This is an optimization exercise on Yosys and OpenROAD, whose aim is small area, not a production implementation. The RTL was checked by simulation tests, not by an equivalence proof against the original design. Power and IR drop assume default switching activity.

===== flow/constraint.sdc =====
create_clock -name core_clock -period 6.5 [get_ports {CLK}]
set_input_delay 1.3000 -clock core_clock [delete_from_list [all_inputs] [get_ports {CLK}]]
set_output_delay 1.3000 -clock core_clock [all_outputs]
set_load 0.01 [all_outputs]

===== flow/config.mk =====
export PLATFORM = sky130hd
export DESIGN_NAME = rf_top
export DESIGN_NICKNAME = rf_top
export VERILOG_FILES = /design/flow/design.v
export SDC_FILE = /design/flow/constraint.sdc
export NUM_CORES = 4
export LEC_CHECK = 0
export CAP_MARGIN = 20
export CORE_MARGIN = 2
export CORE_UTILIZATION = 45
export PLACE_DENSITY = 0.6
export SLEW_MARGIN = 20

===== flow/run.sh =====
#!/bin/bash
# synth_recipe.tcl (not shown) runs the flow's synth.tcl, then flattens the netlist and writes it again
# the make line also repeats each setting of config.mk as NAME=value (left out here)
make -C /OpenROAD-flow-scripts/flow DESIGN_CONFIG=/design/flow/config.mk WORK_HOME=/design/flow/orfs CLKGATE_MAP_FILE= SYNTH_SCRIPT=/design/flow/synth_recipe.tcl finish

===== flow/design.v =====
package register_file_mp_pkg;
    localparam int rf_nregs_t = 32;
    localparam int RF_WIDTH   = 32;
    typedef logic [$clog2(rf_nregs_t)-1:0] regbits_t;
    typedef logic [RF_WIDTH-1:0]           word_t;
endpackage
module rf_scoreboard #(
    parameter int NWRITE = 1,
    parameter int NREGS  = 32,
    parameter int SELW   = $clog2(NREGS),
    parameter int CNTW   = $clog2(NREGS) + 1
) (
    input  logic                   clk,
    input  logic                   rst,
    input  logic [NWRITE-1:0]      wen,
    input  logic [NWRITE*SELW-1:0] wsel,
    input  logic                   rsv_en,
    input  logic [SELW-1:0]        rsv_sel,
    output logic [NREGS-1:0]       busy,
    output logic [CNTW-1:0]        busy_cnt
);
    logic [NREGS-1:0] busy_next;
    logic [CNTW-1:0]  cnt_next;
    logic             wr_hit;
    always_comb begin
        busy_next = busy;
        cnt_next  = '0;
        wr_hit    = 1'b0;
        for (int r = 1; r < NREGS; r++) begin
            wr_hit = 1'b0;
            for (int i = 0; i < NWRITE; i++)
                if (wen[i] && wsel[i*SELW +: SELW] == SELW'(r))
                    wr_hit = 1'b1;
            if (rsv_en && rsv_sel == SELW'(r))
                busy_next[r] = 1'b1;
            else if (wr_hit)
                busy_next[r] = 1'b0;
        end
        busy_next[0] = 1'b0;
        for (int r = 0; r < NREGS; r++)
            cnt_next = cnt_next + CNTW'(busy_next[r]);
    end
    always_ff @(posedge clk) begin
        if (rst) begin
            busy     <= '0;
            busy_cnt <= '0;
        end else begin
            busy     <= busy_next;
            busy_cnt <= cnt_next;
        end
    end
endmodule
module register_file_mp #(
    parameter int NREAD  = 2,
    parameter int NWRITE = 1,
    parameter int NREGS  = register_file_mp_pkg::rf_nregs_t,
    parameter int WIDTH  = register_file_mp_pkg::RF_WIDTH,
    parameter int SELW   = $clog2(NREGS)
) (
    input  logic                     CLK,
    input  logic                     RST,
    input  logic [NWRITE-1:0]        wen,
    input  logic [NWRITE*SELW-1:0]   wsel,
    input  logic [NWRITE*WIDTH-1:0]  wdat,
    input  logic [NREAD*SELW-1:0]    rsel,
    output logic [NREAD*WIDTH-1:0]   rdat,
    output logic [NREAD-1:0]         rbusy,
    input  logic                     rsv_en,
    input  logic [SELW-1:0]          rsv_sel,
    output logic [$clog2(NREGS):0]   busy_cnt
);
    localparam int CNTW = $clog2(NREGS) + 1;
    logic [NREGS-1:0][WIDTH-1:0]  regs;
    logic [NREGS-1:0]             busy;
    logic [NWRITE-1:0][SELW-1:0]  wsel_a;
    logic [NWRITE-1:0][WIDTH-1:0] wdat_a;
    for (genvar i = 0; i < NWRITE; i++) begin : g_wunpack
        assign wsel_a[i] = wsel[i*SELW +: SELW];
        assign wdat_a[i] = wdat[i*WIDTH +: WIDTH];
    end
    always_ff @(posedge CLK) begin
        if (RST) begin
            regs <= '0;
        end else begin
            for (int i = 0; i < NWRITE; i++)
                if (wen[i] && wsel_a[i] != '0)
                    regs[wsel_a[i]] <= wdat_a[i];
        end
    end
    rf_scoreboard #(
        .NWRITE (NWRITE),
        .NREGS  (NREGS),
        .SELW   (SELW),
        .CNTW   (CNTW)
    ) u_sb (
        .clk      (CLK),
        .rst      (RST),
        .wen      (wen),
        .wsel     (wsel),
        .rsv_en   (rsv_en),
        .rsv_sel  (rsv_sel),
        .busy     (busy),
        .busy_cnt (busy_cnt)
    );
    for (genvar j = 0; j < NREAD; j++) begin : g_rd
        logic [SELW-1:0]  sel;
        logic [WIDTH-1:0] rd;
        logic             rb;
        assign sel = rsel[j*SELW +: SELW];
        always_comb begin
            rd = regs[sel];
            rb = busy[sel];
            for (int i = 0; i < NWRITE; i++) begin
                if (wen[i] && wsel_a[i] == sel) begin
                    rd = wdat_a[i];
                    rb = 1'b0;
                end
            end
            if (sel == '0) begin
                rd = '0;
                rb = 1'b0;
            end
        end
        assign rdat[j*WIDTH +: WIDTH] = rd;
        assign rbusy[j]               = rb;
    end
endmodule
module rf_top (
    input  logic         CLK,
    input  logic         RST,
    input  logic [1:0]   wen,
    input  logic [9:0]   wsel,
    input  logic [63:0]  wdat,
    input  logic [9:0]   rsel,
    output logic [63:0]  rdat,
    output logic [1:0]   rbusy,
    input  logic         rsv_en,
    input  logic [4:0]   rsv_sel,
    output logic [5:0]   busy_cnt
);
    register_file_mp #(
        .NREAD  (2),
        .NWRITE (2),
        .NREGS  (32),
        .WIDTH  (32)
    ) u_rf (
        .CLK      (CLK),
        .RST      (RST),
        .wen      (wen),
        .wsel     (wsel),
        .wdat     (wdat),
        .rsel     (rsel),
        .rdat     (rdat),
        .rbusy    (rbusy),
        .rsv_en   (rsv_en),
        .rsv_sel  (rsv_sel),
        .busy_cnt (busy_cnt)
    );
endmodule

==> run notes <==
-- report_power, final --
group | leakage, nW | switching (mW) | internal (mW)
registers | 8.57 | 0.127 | 6.66
logic | 14.1 | 1.89 | 0.877
clock network | 2.16 | 3.22 | 4.46
total | 24.8 | 5.23 | 12.0
-- cells in the final DEF (no fill, tap or decap), types with 14 or more instances in the layout --
master           netlist  routed
a211oi_1             831     831
xor2_1                15      15
nand3_1              252     230
a32oi_1              758     757
a22o_1                81      81
mux2i_1              392     392
mux4_2               409     409
fa_1                  23      21
mux2_2                61      61
clkdlybuf4s50_1        0     143
o21ai_0               68      68
buf_4                  6     360
a311oi_1             160     160
o2111ai_1             31      31
nor4_1                86      85
a22oi_1              125     113
buf_12                 0      64
clkbuf_1             856      24
nor2_1               960     954
dfxtp_1             1061    1061
nand2_1              247     229
inv_1                 29      24
nand2_2                0      17
ha_1                  19      14
a21oi_1              123     122
nor2b_1               81      73
o21a_1                29      29
clkbuf_16              0     134
nor3_1               116     110
clkbuf_8               0      27
nand3_4                0      14
o31ai_1               20      20
clkinv_2               0      20
-- metal layers --
metal / part of all wire / vias to the layer above
met3: 0.16 / 1748
li1: - / 27750
met2: 0.40 / 6631
met4: 0.082 / 20
met5: 0.00067 / -
met1: 0.36 / 34140
-- state kept, by name, summed over array words and instances, names as in the netlist --
| signal | cells |
|---|---|
| u_rf.u_sb.busy | 31 |
| u_rf.regs | 1024 |
| u_rf.u_sb.busy_cnt | 6 |
-- what timing repair did --
item | in CTS | in global routing
gates resized for setup | 3 | 35
buffers inserted | 0 | 3
setup endpoints to repair | 1 | 4
pin swaps | 0 | 11
hold buffers | 0 | 0
-- final cells by class --
type | instances | area [um2] | area share
sequential | 1061 | 21240 | 0.2824
inverter | 30 | 125.1 | 0.001664
timing repair buffer | 589 | 5677 | 0.07547
antenna | 13 | 32.53 | 0.0004325
clock buffer | 185 | 3815 | 0.05072
multi-input combinational | 5034 | 41350 | 0.5498
tap | 1930 | 2415 | 0.03211
clock inverter | 47 | 556.8 | 0.007403
-- stage by stage --
step                cell area (um2)  instances  setup WS, ns
floorplan                     66830       7281       -0.1080
global placement              70630       8640       -0.9707
detailed placement            70650       8641       -0.9040
CTS                           75030       8873       0.01203
global route                  75180       8877      -0.03492
finish                        75210       8889        0.1965
-- cell families (layout without fill, tap and decap cells) --
kind of cell,after synthesis,after routing,share of synthesized area
AOI/OAI and AO/OA,2264,2264,0.2669
and+or+nand+nor,1840,1840,0.1228
buffers and inverters,1186,851,0.07038
DFF,1061,1061,0.3187
muxes,862,862,0.2074
adders and majority gates,42,42,0.01048
xor gates and xnor gates,26,26,0.003417
other,0,13,0
-- worst register-to-register path: stages, from the launching register on --
cell and delay [ns]:
dfxtp_1 0.41, a22oi_2 0.13, fa_1 0.55, inv_1 0.06, fa_1 0.54, inv_1 0.06
fa_1 0.47, fa_1 0.50, fa_1 0.51, inv_1 0.05, fa_1 0.49, fa_2 0.37
fa_2 0.35, a21o_1 0.17, a21oi_2 0.12, xor2_1 0.15, nor2_1 0.05
-- worst max path at each step --
stage / to / from / slack, ns / cells past startpoint
after floorplan: u_rf.u_sb.busy_cnt[4] / wsel[5] / -0.11 / 22
after global placement: u_rf.u_sb.busy_cnt[4] / wsel[5] / -0.97 / 21
after detailed placement: u_rf.u_sb.busy_cnt[4] / wsel[0] / -0.90 / 19
after CTS: u_rf.u_sb.busy_cnt[4] / wsel[6] / 0.01 / 21
after global routing: u_rf.u_sb.busy_cnt[4] / wsel[5] / -0.03 / 21
final: u_rf.u_sb.busy_cnt[4] / wsel[4] / 0.20 / 20
==> results.yml <==
global_route:
  gr-total-overflow: 0
  grt_pass1_wl_mm: 480.6
  grtUsageMet2: 0.6014
  use_met1: 0.5484
  grt_util_all_layers: 0.4319
  grt_max_degree: 210
  antenna_found_initial: 16
  busiest_layer: "met2"
  first_global_vias: 64870
  met3_usage: 0.1716
worst_setup_path:
  r2r_end: "u_rf.u_sb.busy_cnt[4]"
  critPathCaptureType: "flip-flop"
  reg2regPathDepth: 16
  critPathMaxStageDelay_ns: 0.51
  slowest_stage: "fa_1"
  critPathRequiredTime_ns: 7.12
  cpMostUsedCell: "fa_1"
  r2r_slack_ns: 1.36
  cp_top_family: "adder cells"
  cp-start-kind: "input port"
  path_class: "in2reg"
  path_buf_inv: 4
  cp_max_fo: 4
  regToRegStartpoint: "u_rf.u_sb.busy[18]"
  crit_chain: "clkdlybuf4s50_1 > buf_4 > nand2_2 > nor3b_4 > a22oi_1 > a22o_1 > fa_1 > fa_1 > inv_1 > fa_1 > fa_1 > fa_1 > inv_1 > fa_1 > fa_2 > fa_2 > a21o_1 > a21oi_2 > xor2_1 > nor2_1"
  cp.arrival_ns: 6.92
clocking:
  cts_tree: "built"
  insertion_delay_ns: 0.79
  clock-sinks: 1061
  cts-root-buf: "clkbuf_16"
  cts-htree-levels: 4
  clk_pin_slew_worst_paths_ns: 0.06
  clk_path_buf_depth: 3
  cts_buffers: 130
run:
  cap_violations: 0
power_and_ir_drop:
  vdd_drop_max_mv: 0.1960
  total_power_mw: 17.23
  powerDensity_nw_per_um2: 229.1
  leakagePower_nw: 24.83
logic_synthesis:
  seq_area_frac_synth: 0.3187
  synth_area_um2: 66650
  avgSynthCellArea_um2: 9.154
  synth_top_area_cell: "dfxtp_1"
  synth_cell_type_count: 66
  syn_inst: 7281
  async_reset_ff_frac: 0
  ys_ff_latch: 1061
  yosysMostFrequentCell: "dfxtp_1"
  synth_edf_count: 0
  netlist.area_leader.share: 0.3187
  ys_warn_count: 2
  syn_nets: 7417
  netlist_top_cells_count: "dfxtp_1 (1061), nor2_1 (960), clkbuf_1 (856)"
  ys_top_cells_by_area: "dfxtp_1 (32%), mux4_2 (14%), a32oi_1 (10%)"
  synth_flop_cell: "dfxtp_1"
finish:
  fillCellCount: 13130
  area_growth_pct: 12.85
  fin_util: 0.5106
  fin_nets: 6982
  drive_gt1_frac: 0.1784
detailed_routing:
  wl_per_cell_um: 38.31
  vias: 70290
  postRouteWirelength_mm: 340.5
  drt_pass1_iterations: 9
  route.detailed.drc: 0
  ant_nets: 0
  avgViaCountPerCell: 7.907
  drtIter0Drc: 12880
floorplan:
  rows: 141
  die_y_um: 388.9
  core_area_um2: 147300
  initial_core_util: 0.4524
  io-pin-count: 166
  chipWidth_um: 388.9
  dieArea_um2: 151200
worst_hold_path:
  hold_path_depth: 1
  min_to: "u_rf.regs[20]"
  hp-class: "reg2reg"
  min_from: "u_rf.regs[20]"
sta:
  hold_ws_ns: 0.4797
  drv_slew: 0
  timing.final.crit_share: 0.9698
  setup_viol: 0
  fmax_mhz: 158.6
  worst_slew_pin_slew_ns: 1.272
  period_minus_slack_ns: 6.304
  slew-limit-headroom: 0.1520
  setup_tns_ns: 0
  skew_ns: 0.01731
  hold_violations: 0
outcome:
  status: "finished clean"
place:
  dpl.hpwl_mm: 185.7
  place.gp.congestion: 0.9476
  port-buffer-count: 165

[port drivers added, routing unchanged]
No port has a modelled driver above. Below, the same layout with a new extraction and two added sets of constraints.
Step 1: set_driving_cell puts a clkbuf_16 on CLK and a buf_2 on each other input, an assumption about the parent block.
Step 2, shift: input delay + t, output delay - t, t = (earliest + latest rising clock arrival at the registers) / 2. This alone moves slack from input paths to output paths.
Three values: no drivers, after step 1, after step 2; two values: the first two.
t, ns: 0.873
slack for setup (ns): 0.196 / 0.248 / -0.625
worst setup path after step 2: input to register
Met with ideal ports but missed after step 2: setup timing in this run. The setup slack of this run moves by +0.052 ns with the drivers and by -0.821 ns with both steps.
